Background: an optimization exercise with open tools, aiming at small area. Do not read the settings as production practice.
Only simulation tests tie the RTL to the original design; equivalence was not proved.
Power figures rest on the tool's default switching activity, not on a simulated workload.

== pine ==
==> flow/design.v <==
`default_nettype none
package sampler_pkg;
    localparam int N_CH            = 16;   
    localparam int WINDOW          = 64;   
    localparam int SYNC_STAGES_DEF = 2;    
    typedef logic [N_CH-1:0] ch_bits_t;
    typedef logic [WINDOW-1:0] window_t;
    typedef window_t [N_CH-1:0] frame_t;
    typedef struct packed {
        logic   ready;   
        frame_t frame;   
    } capture_t;
endpackage
`default_nettype wire
`timescale 1ns/10ps
`default_nettype none
module pulse_sync (
    input  logic clk_500,
    input  logic rst,
    input  logic pulse_n,   
    output logic det_n      
);
    logic s0_q;    
    logic s1_q;    
    logic s2_q;    
    logic s3_q;    
    logic s4_nq;   
    always_ff @(posedge clk_500) begin
        s0_q  <= ~(rst | pulse_n);
        s1_q  <= s0_q;
        s2_q  <= s1_q;
        s3_q  <= s2_q;
        s4_nq <= ~s3_q;
    end
    assign det_n = ~(s3_q & s4_nq);
endmodule
`default_nettype wire
`timescale 1ns/10ps
`default_nettype none
module window_shifter (
    input  logic                  clk_500,
    input  logic                  rst,
    input  sampler_pkg::ch_bits_t det_n,    
    output logic [sampler_pkg::N_CH*sampler_pkg::WINDOW-1:0] window_n,   
    output logic [7:1]            lo_q,     
    output logic [9:1]            hi_q,     
    output logic [9:1]            hi_d      
);
    localparam int W = sampler_pkg::WINDOW;
    logic [sampler_pkg::N_CH*W-1:0] hist_nq;   
    always_ff @(posedge clk_500) begin
        for (int c = 0; c < sampler_pkg::N_CH; c++) begin
            hist_nq[c*W +: W] <= {det_n[c], hist_nq[c*W+1 +: W-1]};
        end
    end
    assign window_n = hist_nq;
    assign hi_d = hi_q | ({hi_q[8:1], 1'b1} & {9{lo_q[7]}});
    always_ff @(posedge clk_500) begin
        if (rst) begin
            lo_q <= '0;
            hi_q <= '0;
        end else begin
            lo_q <= lo_q[7] ? 7'd0 : {lo_q[6:1], 1'b1};
            hi_q <= hi_d;
        end
    end
endmodule
`default_nettype wire
`timescale 1ns/10ps
`default_nettype none
module event_capture (
    input  logic                  clk_500,
    input  logic                  rst,
    input  logic [9:1]            hi_d,          
    input  logic                  trig,          
    input  logic                  event_saved,   
    output logic                  ready,         
    output logic [9:0]            ready_age      
);
    localparam int W = sampler_pkg::WINDOW;
    logic       reading_q;   
    logic       waiting_q;   
    logic [9:0] ready_q;     
    always_ff @(posedge clk_500) begin
        if (rst) begin
            reading_q <= 1'b0;
            waiting_q <= 1'b0;
            ready_q   <= '0;
        end else begin
            reading_q <= trig & ~reading_q & ~waiting_q;
            waiting_q <= reading_q | (waiting_q & ~event_saved);
            ready_q   <= {hi_d, 1'b1} & {10{reading_q}};
        end
    end
    assign ready     = ready_q[0];
    assign ready_age = ready_q;
endmodule
`default_nettype wire
`default_nettype none
module take_mask (
    input  logic [9:0]                     ready_age,   
    input  logic [7:1]                     lo_q,        
    output logic [sampler_pkg::WINDOW-1:0] take_n       
);
    localparam int W = sampler_pkg::WINDOW;
    logic [10:0] hi_r;   
    logic [7:0]  lo_ge;  
    assign hi_r  = {1'b0, ready_age};
    assign lo_ge = {lo_q, 1'b1};
    for (genvar b = 0; b < W; b++) begin : g_take
        localparam int K = W + 4 - b;   
        assign take_n[b] = ~(hi_r[K/8+1] | (hi_r[K/8] & lo_ge[K%8]));
    end
endmodule
`default_nettype wire
`timescale 1ns/10ps
`default_nettype none
module sampler_top (
    input  logic                  clk_500,
    input  logic                  rst,
    input  sampler_pkg::ch_bits_t ch_n,          
    input  logic                  trig,          
    input  logic                  event_saved,   
    output sampler_pkg::capture_t evt            
);
    sampler_pkg::ch_bits_t det_n;   
    logic [sampler_pkg::N_CH*sampler_pkg::WINDOW-1:0] window_n;   
    logic [7:1] lo_q;               
    logic [9:1] hi_q;               
    logic [9:1] hi_d;               
    logic       ready;              
    logic [9:0] ready_age;          
    logic [sampler_pkg::WINDOW-1:0] take_n [2];   
    for (genvar c = 0; c < sampler_pkg::N_CH; c++) begin : g_sync
        pulse_sync i_pulse_sync (
            .clk_500 (clk_500),
            .rst     (rst),
            .pulse_n (ch_n[c]),
            .det_n   (det_n[c])
        );
    end
    window_shifter i_window_shifter (
        .clk_500  (clk_500),
        .rst      (rst),
        .det_n    (det_n),
        .window_n (window_n),
        .lo_q     (lo_q),
        .hi_q     (hi_q),
        .hi_d     (hi_d)
    );
    event_capture i_event_capture (
        .clk_500     (clk_500),
        .rst         (rst),
        .hi_d        (hi_d),
        .trig        (trig),
        .event_saved (event_saved),
        .ready       (ready),
        .ready_age   (ready_age)
    );
    for (genvar h = 0; h < 2; h++) begin : g_mask
        take_mask i_take_mask (
            .ready_age (ready_age),
            .lo_q      (lo_q),
            .take_n    (take_n[h])
        );
    end
    logic [sampler_pkg::N_CH*sampler_pkg::WINDOW-1:0] frame;
    for (genvar i = 0; i < sampler_pkg::N_CH*sampler_pkg::WINDOW; i++) begin : g_out
        evt_gate i_evt_gate (
            .win_n  (window_n[i]),
            .take_n (take_n[i / (sampler_pkg::N_CH*sampler_pkg::WINDOW/2)][i % sampler_pkg::WINDOW]),
            .evt    (frame[i])
        );
    end
    assign evt = {ready, frame};
endmodule
`default_nettype wire
`default_nettype none
module evt_gate (
    input  logic win_n,    
    input  logic take_n,   
    output logic evt       
);
    assign evt = ~(win_n | take_n);
endmodule
`default_nettype wire
export LEC_CHECK = 0
export ABC_AREA = 1
export ABC_CLOCK_PERIOD_IN_PS = 100000
export CAP_MARGIN = 20
export CORE_AREA = 2 2 214 214
export DIE_AREA = 0 0 216 216
export SETUP_SLACK_MARGIN = 0.05
export SLEW_MARGIN = 20
export SYNTH_HIERARCHICAL = 1
create_clock -name core_clock -period 3.0 [get_ports {clk_500}]
standard.sh (not shown) runs the stock make flow with config.mk's settings and CLKGATE_MAP_FILE= SYNTH_SCRIPT=/design/flow/synth_recipe.tcl, a recipe that flattens the netlist after the stock synthesis.
==> flow/flow/run.sh <==
#!/bin/bash
# Standard ORFS layout (standard.sh, unchanged synthesis) with three changes:
#  - the port buffers are the smallest buffer (buf_1) instead of the delay
#    buffer buffer_ports picks by default;
#  - pins may sit one routing track apart, so a small square die fits all
#    1045 ports;
#  - CTS uses clkbuf_8 with larger sink clusters and inserts no dummy loads.
# Each ORFS step logs to orfs/logs/; make's own output goes to standard.log.
set -uo pipefail
export BUFFER_PORTS_ARGS="-buffer_cell sky130_fd_sc_hd__buf_1"
export PLACE_PINS_ARGS="-min_distance 1 -min_distance_in_tracks"
export CTS_ARGS="-sink_clustering_enable -repair_clock_nets -dont_use_dummy_load -buf_list {sky130_fd_sc_hd__clkbuf_8} -sink_clustering_size 21 -sink_clustering_max_diameter 48"
bash standard.sh > standard.log 2>&1
#### Input delta (birch over pine)
--- a/flow/design.v
+++ b/flow/design.v
@@ -69,15 +69,16 @@
 `timescale 1ns/10ps
 `default_nettype none
 module event_capture (
     input  logic                  clk_500,
     input  logic                  rst,
+    input  logic [7:1]            lo_q,          
     input  logic [9:1]            hi_d,          
     input  logic                  trig,          
     input  logic                  event_saved,   
     output logic                  ready,         
-    output logic [9:0]            ready_age      
+    output logic [sampler_pkg::WINDOW-1:0] take_n   
 );
     localparam int W = sampler_pkg::WINDOW;
     logic       reading_q;   
     logic       waiting_q;   
     logic [9:0] ready_q;     
@@ -90,29 +91,19 @@
             reading_q <= trig & ~reading_q & ~waiting_q;
             waiting_q <= reading_q | (waiting_q & ~event_saved);
             ready_q   <= {hi_d, 1'b1} & {10{reading_q}};
         end
     end
-    assign ready     = ready_q[0];
-    assign ready_age = ready_q;
-endmodule
-`default_nettype wire
-`default_nettype none
-module take_mask (
-    input  logic [9:0]                     ready_age,   
-    input  logic [7:1]                     lo_q,        
-    output logic [sampler_pkg::WINDOW-1:0] take_n       
-);
-    localparam int W = sampler_pkg::WINDOW;
     logic [10:0] hi_r;   
-    logic [7:0]  lo_ge;  
-    assign hi_r  = {1'b0, ready_age};
+    logic [7:0] lo_ge;   
+    assign hi_r  = {1'b0, ready_q};
     assign lo_ge = {lo_q, 1'b1};
     for (genvar b = 0; b < W; b++) begin : g_take
         localparam int K = W + 4 - b;   
         assign take_n[b] = ~(hi_r[K/8+1] | (hi_r[K/8] & lo_ge[K%8]));
     end
+    assign ready = ready_q[0];
 endmodule
 `default_nettype wire
 `timescale 1ns/10ps
 `default_nettype none
 module sampler_top (
@@ -127,12 +118,11 @@
     logic [sampler_pkg::N_CH*sampler_pkg::WINDOW-1:0] window_n;   
     logic [7:1] lo_q;               
     logic [9:1] hi_q;               
     logic [9:1] hi_d;               
     logic       ready;              
-    logic [9:0] ready_age;          
-    logic [sampler_pkg::WINDOW-1:0] take_n [2];   
+    logic [sampler_pkg::WINDOW-1:0] take_n;   
     for (genvar c = 0; c < sampler_pkg::N_CH; c++) begin : g_sync
         pulse_sync i_pulse_sync (
             .clk_500 (clk_500),
             .rst     (rst),
             .pulse_n (ch_n[c]),
@@ -149,28 +139,22 @@
         .hi_d     (hi_d)
     );
     event_capture i_event_capture (
         .clk_500     (clk_500),
         .rst         (rst),
+        .lo_q        (lo_q),
         .hi_d        (hi_d),
         .trig        (trig),
         .event_saved (event_saved),
         .ready       (ready),
-        .ready_age   (ready_age)
+        .take_n      (take_n)
     );
-    for (genvar h = 0; h < 2; h++) begin : g_mask
-        take_mask i_take_mask (
-            .ready_age (ready_age),
-            .lo_q      (lo_q),
-            .take_n    (take_n[h])
-        );
-    end
     logic [sampler_pkg::N_CH*sampler_pkg::WINDOW-1:0] frame;
     for (genvar i = 0; i < sampler_pkg::N_CH*sampler_pkg::WINDOW; i++) begin : g_out
         evt_gate i_evt_gate (
             .win_n  (window_n[i]),
-            .take_n (take_n[i / (sampler_pkg::N_CH*sampler_pkg::WINDOW/2)][i % sampler_pkg::WINDOW]),
+            .take_n (take_n[i % sampler_pkg::WINDOW]),
             .evt    (frame[i])
         );
     end
     assign evt = {ready, frame};
 endmodule
Summary of birch over pine: total standard cell area after synthesis shows a reduction of about 1.8%, total inserted antenna cells increased 4, power share of the sequential group down 0.4 points, net count reported at finish lower, synthesis-to-layout area growth higher. pine ended up with evt[297] as its capturing instance or port of the critical path; birch ended up with evt[153]. From pine to birch the numbers moved as follows: net switching component of the power went up by 0.045 mW, leakage power went up 0.16 nW, cell total after placement moved down, total global-route track usage went down.

==> separate check: timing with driven ports <==
No port has a modelled driver above. Below, the same layouts with a new extraction and two added sets of constraints.
Step 1, drivers: a clkbuf_16 drives clk_500 and a buf_2 each remaining input, both assumed.
Step 2 also shifts input and output timing later by t, the mid clock arrival at the registers, as if the neighbouring blocks saw the same clock.
Slacks: ideal ports / drivers / drivers and shift; pairs: ideal ports / drivers.
run | t, ns | setup WS [ns] | worst register clock-pin slew, ns | worst slew at a driven data input, ns
pine | 0.672 | 0.132 / 0.076 / 0.748 | 0.12 / 0.12 | 0.10
birch | 0.710 | 0.126 / 0.069 / 0.778 | 0.12 / 0.12 | 0.16
After both steps every run listed still meets setup and hold.
